Source: an optimization exercise on an open RTL-to-GDS flow (aim: small area, a short achievable clock period and few clock cycles). Production flows keep margins and buffers that such runs may drop.
RTL that was checked went through simulation tests only; none was proved equivalent to the original.
No activity file was given, so power comes from the tool's default toggle rates.

==> flow/design.v (excerpt) <==
module insertion_sort_engine #(
   parameter int DEPTH       = 32,
   parameter int VALUE_WIDTH = 16
) (
   input  logic                          clock,
   input  logic                          reset,
   input  logic                          start,
   output logic                          busy,
   input  logic signed [VALUE_WIDTH-1:0] req_value,
   input  logic                          req_last,
   output logic                          rsp_strobe,
   output logic signed [VALUE_WIDTH-1:0] rsp_value_res,
   output logic                          rsp_last_res,
   output logic                          rsp_dropped
);
   logic signed [VALUE_WIDTH-1:0] value_w [DEPTH];
   logic [DEPTH-1:0]              valid_w;
   logic [DEPTH-1:0]              open_w;
   logic [DEPTH-1:0]              par_w;
   logic [DEPTH-1:0]              c_w;
   logic [DEPTH-1:0]              stay_w;
   logic                          nx_valid_ff;
   logic signed [VALUE_WIDTH-1:0] nx_value_ff;
   logic                          nx_last_ff;
   logic                          in_valid_ff;
   logic signed [VALUE_WIDTH-1:0] in_value_ff;
   logic                          in_last_ff;
   logic          par_ff;                    
   logic          ovf_open_ff;               
   logic          ovf_head_ff;               
   logic          full;
   logic          head_out;
   logic          head_last;
   logic          new_c;
   ise_pkg::cell_ctrl_type ctrl;
   assign full      = valid_w[0] && open_w[0];
   assign head_out  = valid_w[0] && !open_w[0];
   assign head_last = !valid_w[1] || open_w[1] || (par_w[1] != par_w[0]);
   assign new_c = greater(in_value_ff, nx_value_ff);
   assign ctrl.insert = in_valid_ff && !full;
   assign ctrl.close  = in_valid_ff && in_last_ff;
   function automatic logic greater(input logic [VALUE_WIDTH-1:0] a, input logic [VALUE_WIDTH-1:0] b);
      logic [VALUE_WIDTH-1:0] g, e;
      g = {~a[VALUE_WIDTH-1] & b[VALUE_WIDTH-1], a[VALUE_WIDTH-2:0] & ~b[VALUE_WIDTH-2:0]};
      e = ~(a ^ b);
      for (int w = 1; w < VALUE_WIDTH; w = w * 2) begin
         for (int k = 0; k + w < VALUE_WIDTH; k = k + 2 * w) begin
            g[k] = g[k + w] | (e[k + w] & g[k]);
            e[k] = e[k + w] & e[k];
         end
      end
      greater = g[0];
   endfunction
  ...
clock: 4.5 ns
lec_check: 0
cap_margin: 20
core_margin: 2
core_utilization: 40
slew_margin: 20
run.sh (not shown) runs the stock make flow with config.mk's settings and CLKGATE_MAP_FILE= SYNTH_SCRIPT=/design/flow/synth_recipe.tcl, a recipe that flattens the netlist after the stock synthesis.
Testbench counts at the start, summed over its fixed seeds: cycles 6,587.
Edit:
SETUP_SLACK_MARGIN = 2.0   (was default)
What happened: The new run ran to the end with no violations; setup slack gets better by 660 ps; die area is unchanged; power goes up by 0.53%; wire length came out higher by 3.2%; synthesized area is unchanged; hold slack stays flat.

========
## JK
insertion_sort_engine, a different RTL version from the one above (not shown whole).
Size: ~4000 cells after synthesis, roughly 670 flip-flops, roughly 40 I/O pins, ~31000 µm² of cells after synthesis.
==> flow/design.v (excerpt) <==
module insertion_sort_engine #(
   parameter int DEPTH       = 32,
   parameter int VALUE_WIDTH = 16
) (
   input  logic                          clock,
   input  logic                          reset,
   input  logic                          start,
   output logic                          busy,
   input  logic signed [VALUE_WIDTH-1:0] req_value,
   input  logic                          req_last,
   output logic                          rsp_strobe,
   output logic signed [VALUE_WIDTH-1:0] rsp_value_res,
   output logic                          rsp_last_res,
   output logic                          rsp_dropped
);
   logic signed [VALUE_WIDTH-1:0] value_w [DEPTH];
   logic [1:0]                    state_w [DEPTH];
   logic [1:0]                    state_next_w [DEPTH];
   logic signed [VALUE_WIDTH-1:0] value_next_w [DEPTH];
   logic [DEPTH-1:0]              c_w;
   logic [DEPTH-1:0]              stay_w;
   logic                          nx_valid_ff;
   logic signed [VALUE_WIDTH-1:0] nx_value_ff;
   logic                          nx_last_ff;
   logic                          in_valid_ff;
   logic signed [VALUE_WIDTH-1:0] in_value_ff;
   logic          insert_ff;                 
   logic          close_ff;                  
   logic [5:0]    count_ff;                  
   logic          full;
   logic          full_next;
   logic          par_ff;                    
   logic          ovf_open_ff;               
   logic          ovf_head_ff;               
   logic          new_c_ff;                  
   logic          head_out_ff;               
   logic          head_last_ff;              
   logic signed [VALUE_WIDTH-1:0] head_value_ff;    
   ise_pkg::cell_ctrl_type ctrl;
   assign full      = count_ff == DEPTH;
   assign full_next = !ctrl.close && (full || (count_ff == DEPTH - 1 && ctrl.insert));
   assign ctrl.insert = insert_ff;
   assign ctrl.close  = close_ff;
   function automatic logic greater(input logic [VALUE_WIDTH-1:0] a, input logic [VALUE_WIDTH-1:0] b);
      logic [VALUE_WIDTH-1:0] g, e;
      g = {~a[VALUE_WIDTH-1] & b[VALUE_WIDTH-1], a[VALUE_WIDTH-2:0] & ~b[VALUE_WIDTH-2:0]};
      e = {~a[VALUE_WIDTH-1] | b[VALUE_WIDTH-1], a[VALUE_WIDTH-2:0] | ~b[VALUE_WIDTH-2:0]};
  ...
==> flow/config.mk <==
export PLATFORM = sky130hd
export DESIGN_NAME = insertion_sort_engine
export DESIGN_NICKNAME = insertion_sort_engine
export VERILOG_FILES = /design/flow/design.v
export SDC_FILE = /design/flow/constraint.sdc
export NUM_CORES = 4
export LEC_CHECK = 0
export ABC_AREA = 1
export CAP_MARGIN = 20
export CORE_MARGIN = 2
export CORE_UTILIZATION = 60
export CTS_BUF_LIST = sky130_fd_sc_hd__clkbuf_16
export CTS_CLUSTER_DIAMETER = 80
export CTS_CLUSTER_SIZE = 24
export SETUP_SLACK_MARGIN = 2.5
export SLEW_MARGIN = 20
==> flow/constraint.sdc <==
create_clock -name core_clock -period 4.5 [get_ports {clock}]
set_input_delay 0.9000 -clock core_clock [delete_from_list [all_inputs] [get_ports {clock}]]
set_output_delay 0.9000 -clock core_clock [all_outputs]
set_load 0.01 [all_outputs]
standard.sh (not shown) runs the stock make flow with config.mk's settings and CLKGATE_MAP_FILE= SYNTH_SCRIPT=/design/flow/synth_recipe.tcl, a recipe that flattens the netlist after the stock synthesis.
==> flow/flow/run.sh <==
#!/bin/bash
# the standard layout, with one change: synthesis maps the logic with ABC for area
# (flow/abc_area.script: map -a) instead of ORFS's area script. registers are mapped before
# ABC runs, so they come out as in the standard synthesis.
set -euo pipefail
W=$PWD
# ORFS's scripts, with the ABC area script replaced
rm -rf "$W/scripts"
cp -r "$FLOW_HOME/scripts" "$W/scripts"
cp "$W/flow/abc_area.script" "$W/scripts/abc_area.script"
bash "$W/standard.sh" SCRIPTS_DIR="$W/scripts" finish > "$W/standard.log" 2>&1
==> flow/flow/abc_area.script <==
strash
dch
map -a
topo
stime -c
buffer -c
upsize -c
dnsize -c
Testbench counts of JK, summed over its fixed seeds: cycles 6,587.
diff inputs: JK => MS
==> flow/run.sh (new file) <==
#!/bin/bash
# synth_recipe.tcl (not shown) runs the flow's synth.tcl, then flattens the netlist and writes it again
# the make line also repeats each setting of config.mk as NAME=value (left out here)
make -C /OpenROAD-flow-scripts/flow DESIGN_CONFIG=/design/flow/config.mk WORK_HOME=/design/flow/orfs CLKGATE_MAP_FILE= SYNTH_SCRIPT=/design/flow/synth_recipe.tcl finish
removed: flow/flow/run.sh
removed: flow/flow/abc_area.script
removed: flow/standard.sh
MS: critical path depth 6 below JK
MS vs JK — maximum vdd drop dropped 26%.
[MS] final area rose 600 µm² relative to JK
--- input diff MS..AL ---
# MS
export LEC_CHECK = 0
export ABC_AREA = 1
export CAP_MARGIN = 20
export CORE_MARGIN = 2
export CORE_UTILIZATION = 60
export CTS_BUF_LIST = sky130_fd_sc_hd__clkbuf_16
export CTS_CLUSTER_DIAMETER = 80
export CTS_CLUSTER_SIZE = 24
export SETUP_SLACK_MARGIN = 2.5
export SLEW_MARGIN = 20
create_clock -name core_clock -period 4.5 [get_ports {clock}]
# AL
export LEC_CHECK = 0
export ABC_AREA = 1
export CAP_MARGIN = 20
export CORE_MARGIN = 2
export CORE_UTILIZATION = 60
export CTS_BUF_LIST = sky130_fd_sc_hd__clkbuf_16
export CTS_CLUSTER_DIAMETER = 80
export CTS_CLUSTER_SIZE = 24
export SETUP_SLACK_MARGIN = 2.45
export SLEW_MARGIN = 20
create_clock -name core_clock -period 4.5 [get_ports {clock}]
--- outcome ---
Delta (AL minus MS): met2 wire length lost about 0.7%, number of vias per cell was more or less identical.
Between MS and AL, the worst hold slack figures differ only marginally.
There was hardly any difference in count of clock-buffer cells in the layout between AL and MS.
Status: total via count after detailed routing parity (AL, MS)
AL vs MS — wire length after detailed routing dropped slightly
--- input diff AL..TR ---
# AL
export LEC_CHECK = 0
export ABC_AREA = 1
export CAP_MARGIN = 20
export CORE_MARGIN = 2
export CORE_UTILIZATION = 60
export CTS_BUF_LIST = sky130_fd_sc_hd__clkbuf_16
export CTS_CLUSTER_DIAMETER = 80
export CTS_CLUSTER_SIZE = 24
export SETUP_SLACK_MARGIN = 2.45
export SLEW_MARGIN = 20
create_clock -name core_clock -period 4.5 [get_ports {clock}]
# TR
export LEC_CHECK = 0
export ABC_AREA = 1
export CAP_MARGIN = 20
export CORE_MARGIN = 2
export CORE_UTILIZATION = 55
export CTS_BUF_LIST = sky130_fd_sc_hd__clkbuf_16
export CTS_CLUSTER_DIAMETER = 80
export CTS_CLUSTER_SIZE = 24
export PLACE_DENSITY = 0.65
export SETUP_SLACK_MARGIN = 2.5
export SLEW_MARGIN = 20
create_clock -name core_clock -period 4.5 [get_ports {clock}]
Notes after the runs:
[compare] base=AL new=TR: routed wire length went up about 3.7%, part of the total power dissipated in combinational logic grew by 0.3 points, reported combinational group power up about 2%, die span in y increased about 4.4%.

========
Setup of quartz:
The RTL this note starts from:
==> flow/design.v <==
package ise_pkg;
   typedef struct packed {
      logic insert;    
      logic close;     
   } cell_ctrl_type;
   localparam logic [1:0] ST_EMPTY = 2'b00;
   localparam logic [1:0] ST_OPEN  = 2'b01;
endpackage
module ise_cell #(
   parameter int VALUE_WIDTH = 16
) (
   input  logic                          clock,
   input  logic                          reset,
   input  ise_pkg::cell_ctrl_type        ctrl,
   input  logic signed [VALUE_WIDTH-1:0] new_value,
   input  logic                          new_par,
   input  logic                          new_c,
   input  logic signed [VALUE_WIDTH-1:0] next_value,
   input  logic signed [VALUE_WIDTH-1:0] right_value,
   input  logic [1:0]                    right_state,
   input  logic                          right_c,
   input  logic                          right_stay,
   output logic signed [VALUE_WIDTH-1:0] value,
   output logic [1:0]                    state,
   output logic                          c,
   output logic                          stay,
   output logic [1:0]                    state_next
);
   function automatic logic greater(input logic [VALUE_WIDTH-1:0] a, input logic [VALUE_WIDTH-1:0] b);
      logic [VALUE_WIDTH-1:0] g, e;    
      g = {~a[VALUE_WIDTH-1] & b[VALUE_WIDTH-1], a[VALUE_WIDTH-2:0] & ~b[VALUE_WIDTH-2:0]};
      e = {~a[VALUE_WIDTH-1] | b[VALUE_WIDTH-1], a[VALUE_WIDTH-2:0] | ~b[VALUE_WIDTH-2:0]};
      for (int w = 1; w < VALUE_WIDTH; w = w * 2) begin
         for (int k = 0; k + w < VALUE_WIDTH; k = k + 2 * w) begin
            g[k] = g[k + w] | (e[k + w] & g[k]);
            e[k] = e[k + w] & e[k];
         end
      end
      greater = g[0];
   endfunction
   logic signed [VALUE_WIDTH-1:0] value_ff, value_in;
   logic [1:0]                    state_ff, state_src, state_in;
   logic                          g_ff, g_in;
   logic take_self, take_new, take_right;
   assign stay  = state_ff == ise_pkg::ST_OPEN && (!ctrl.insert || g_ff);
   assign c     = greater(value_ff, next_value);
   assign value = value_ff;
   assign state = state_ff;
   assign state_next = state_in;
   assign take_self  = stay;
   assign take_new   = !stay && right_stay;
   assign take_right = !stay && !right_stay;
   always_comb begin
      value_in  = ({VALUE_WIDTH{take_self}}  & value_ff)
                | ({VALUE_WIDTH{take_new}}   & new_value)
                | ({VALUE_WIDTH{take_right}} & right_value);
      state_src = ({2{take_self}}  & state_ff)
                | ({2{take_new}}   & (ctrl.insert ? ise_pkg::ST_OPEN : ise_pkg::ST_EMPTY))
                | ({2{take_right}} & right_state);
      g_in      = (take_self & c) | (take_new & new_c) | (take_right & right_c);
      state_in  = (ctrl.close && state_src == ise_pkg::ST_OPEN) ? {1'b1, new_par} : state_src;
   end
   always_ff @(posedge clock) begin
      value_ff <= value_in;
      g_ff     <= g_in;
      if (reset) begin
         state_ff <= ise_pkg::ST_EMPTY;
      end else begin
         state_ff <= state_in;
      end
   end
endmodule
module insertion_sort_engine #(
   parameter int DEPTH       = 32,
   parameter int VALUE_WIDTH = 16
) (
   input  logic                          clock,
   input  logic                          reset,
   input  logic                          start,
   output logic                          busy,
   input  logic signed [VALUE_WIDTH-1:0] req_value,
   input  logic                          req_last,
   output logic                          rsp_strobe,
   output logic signed [VALUE_WIDTH-1:0] rsp_value_res,
   output logic                          rsp_last_res,
   output logic                          rsp_dropped
);
   logic signed [VALUE_WIDTH-1:0] value_w [DEPTH];
   logic [1:0]                    state_w [DEPTH];
   logic [1:0]                    state_next_w [DEPTH];
   logic [DEPTH-1:0]              c_w;
   logic [DEPTH-1:0]              stay_w;
   logic                          rx_valid_ff;
   logic signed [VALUE_WIDTH-1:0] rx_value_ff;
   logic                          rx_last_ff;
   logic                          nx_valid_ff;
   logic signed [VALUE_WIDTH-1:0] nx_value_ff;
   logic                          nx_last_ff;
   logic                          in_valid_ff;
   logic signed [VALUE_WIDTH-1:0] in_value_ff;
   logic          insert_ff;                 
   logic          close_ff;                  
   logic [$clog2(DEPTH+1)-1:0] count_ff;     
   logic          full;
   logic          full_next;
   logic          par_ff;                    
   logic          ovf_open_ff;               
   logic          ovf_head_ff;               
   logic          new_c_ff;                  
   logic          head_out_ff;               
   logic          head_last_ff;              
   ise_pkg::cell_ctrl_type ctrl;
   assign full      = count_ff == DEPTH;
   assign full_next = !ctrl.close && (full || (count_ff == DEPTH - 1 && ctrl.insert));
   assign ctrl.insert = insert_ff;
   assign ctrl.close  = close_ff;
   function automatic logic greater(input logic [VALUE_WIDTH-1:0] a, input logic [VALUE_WIDTH-1:0] b);
      logic [VALUE_WIDTH-1:0] g, e;
      g = {~a[VALUE_WIDTH-1] & b[VALUE_WIDTH-1], a[VALUE_WIDTH-2:0] & ~b[VALUE_WIDTH-2:0]};
      e = {~a[VALUE_WIDTH-1] | b[VALUE_WIDTH-1], a[VALUE_WIDTH-2:0] | ~b[VALUE_WIDTH-2:0]};
      for (int w = 1; w < VALUE_WIDTH; w = w * 2) begin
         for (int k = 0; k + w < VALUE_WIDTH; k = k + 2 * w) begin
            g[k] = g[k + w] | (e[k + w] & g[k]);
            e[k] = e[k + w] & e[k];
         end
      end
      greater = g[0];
   endfunction
   for (genvar i = 0; i < DEPTH; i++) begin : g_cell
      logic signed [VALUE_WIDTH-1:0] right_value;
      logic [1:0]                    right_state;
      logic                          right_c;
      logic                          right_stay;
      if (i == DEPTH - 1) begin : g_tail
         assign right_value = '0;
         assign right_state = ise_pkg::ST_EMPTY;
         assign right_c     = 1'b0;
         assign right_stay  = 1'b1;
      end else begin : g_inner
         assign right_value = value_w[i+1];
         assign right_state = state_w[i+1];
         assign right_c     = c_w[i+1];
         assign right_stay  = stay_w[i+1];
      end
      ise_cell #(
         .VALUE_WIDTH (VALUE_WIDTH)
      ) u_cell (
         .clock       (clock),
         .reset       (reset),
         .ctrl        (ctrl),
         .new_value   (in_value_ff),
         .new_par     (par_ff),
         .new_c       (new_c_ff),
         .next_value  (nx_value_ff),
         .right_value (right_value),
         .right_state (right_state),
         .right_c     (right_c),
         .right_stay  (right_stay),
         .value       (value_w[i]),
         .state       (state_w[i]),
         .c           (c_w[i]),
         .stay        (stay_w[i]),
         .state_next  (state_next_w[i])
      );
   end
   always_ff @(posedge clock) begin
      rx_value_ff  <= req_value;
      rx_last_ff   <= req_last;
      nx_value_ff  <= rx_value_ff;
      nx_last_ff   <= rx_last_ff;
      in_value_ff  <= nx_value_ff;
      new_c_ff     <= greater(nx_value_ff, rx_value_ff);
      head_last_ff <= state_next_w[1] != state_next_w[0];
      if (reset) begin
         rx_valid_ff <= 1'b0;
         nx_valid_ff <= 1'b0;
         in_valid_ff <= 1'b0;
         insert_ff   <= 1'b0;
         close_ff    <= 1'b0;
         count_ff    <= '0;
         head_out_ff <= 1'b0;
         par_ff      <= 1'b0;
         ovf_open_ff <= 1'b0;
         ovf_head_ff <= 1'b0;
      end else begin
         rx_valid_ff <= start;
         nx_valid_ff <= rx_valid_ff;
         in_valid_ff <= nx_valid_ff;
         insert_ff   <= nx_valid_ff && !full_next;
         close_ff    <= nx_valid_ff && nx_last_ff;
         head_out_ff <= state_next_w[0][1];
         if (ctrl.close) begin
            count_ff <= '0;
         end else if (ctrl.insert) begin
            count_ff <= count_ff + 1'b1;
         end
         if (ctrl.close) begin
            par_ff      <= !par_ff;
            ovf_open_ff <= 1'b0;
         end else if (in_valid_ff && full) begin
            ovf_open_ff <= 1'b1;
         end
         if (ctrl.close && (ovf_open_ff || full)) begin
            ovf_head_ff <= 1'b1;
         end else if (head_out_ff && head_last_ff) begin
            ovf_head_ff <= 1'b0;
         end
      end
   end
   assign busy          = 1'b0;
   assign rsp_strobe    = head_out_ff;
   assign rsp_value_res = value_w[0];
   assign rsp_last_res  = head_last_ff;
   assign rsp_dropped   = ovf_head_ff;
endmodule
clock: 4.5 ns
lec_check: 0
cap_margin: 20
core_margin: 2
core_utilization: 40
cts_buf_list: sky130_fd_sc_hd__clkbuf_16
cts_cluster_diameter: 80
cts_cluster_size: 24
setup_slack_margin: 2.5
slew_margin: 20
run.sh (not shown) runs the stock make flow with config.mk's settings and CLKGATE_MAP_FILE= SYNTH_SCRIPT=/design/flow/synth_recipe.tcl, a recipe that flattens the netlist after the stock synthesis.
Stock flow here: none of the scripts above is used.
quartz: done, clean on timing, DRC and antenna
Modified inputs, cedar compared to quartz
# quartz
export LEC_CHECK = 0
export CAP_MARGIN = 20
export CORE_MARGIN = 2
export CORE_UTILIZATION = 40
export CTS_BUF_LIST = sky130_fd_sc_hd__clkbuf_16
export CTS_CLUSTER_DIAMETER = 80
export CTS_CLUSTER_SIZE = 24
export SETUP_SLACK_MARGIN = 2.5
export SLEW_MARGIN = 20
create_clock -name core_clock -period 4.5 [get_ports {clock}]
# cedar
export LEC_CHECK = 0
export CAP_MARGIN = 20
export CORE_MARGIN = 2
export CORE_UTILIZATION = 60
export CTS_BUF_LIST = sky130_fd_sc_hd__clkbuf_16
export CTS_CLUSTER_DIAMETER = 80
export CTS_CLUSTER_SIZE = 24
export SETUP_SLACK_MARGIN = 2.3
export SLEW_MARGIN = 20
create_clock -name core_clock -period 4.5 [get_ports {clock}]
Notes after the runs:
Sort cedar and quartz by length of routed met2 wiring asc -> top: cedar. cedar vs. quartz: area overhead of the layout relative to synthesis shrank by 8.0 points, final worst setup slack shrank by 0.015 ns, worst relative slew slack grew by 0.91 points, maximum operating frequency shrank by about 0.65%, mean routed wirelength per cell grew by about 3%. Against quartz, routed wire length in cedar fell by a few percent.
No run of this note included a check of the RTL's function; only the layout flow was run.

==> static timing again, ports no longer ideal <==
The flow's constraints put no driver on any port. The routed layouts listed below were extracted and timed again, unchanged, in two steps. Step 1: set_driving_cell puts a clkbuf_16 on clock and a buf_2 on each other input, an assumption about the parent block. Step 2 also shifts input and output timing later by t, the mid clock arrival at the registers, as if the neighbouring blocks saw the same clock. Slacks: ideal ports / drivers / drivers and shift; pairs: ideal ports / drivers.
run	t (ns)	setup WS [ns]	worst setup path after step 2	latest minus earliest clock arrival (ns)	worst data-port slew with drivers (ns)
the first run of note 1	0.688	1.313 / 1.313 / 1.313	register to register	0.025 / 0.025	0.10
the second run of note 1	0.686	1.978 / 1.972 / 1.978	register to register	0.024 / 0.024	0.10
JK	0.671	2.353 / 2.353 / 1.999	input to register	0.025 / 0.025	0.05
MS	0.662	2.489 / 2.425 / 2.035	input to register	0.030 / 0.030	0.04
AL	0.669	2.464 / 2.399 / 1.968	input to register	0.026 / 0.026	0.04
TR	0.680	2.500 / 2.430 / 2.043	input to register	0.029 / 0.029	0.06
quartz	0.669	2.277 / 2.277 / 2.086	input to register	0.034 / 0.035	0.04
cedar	0.651	2.263 / 2.257 / 2.261	input to register	0.020 / 0.021	0.05
After both steps setup and hold are still met in every run listed. The setup slack of AL, which loses most, moves by -0.065 ns with the drivers and by -0.496 ns with both steps.
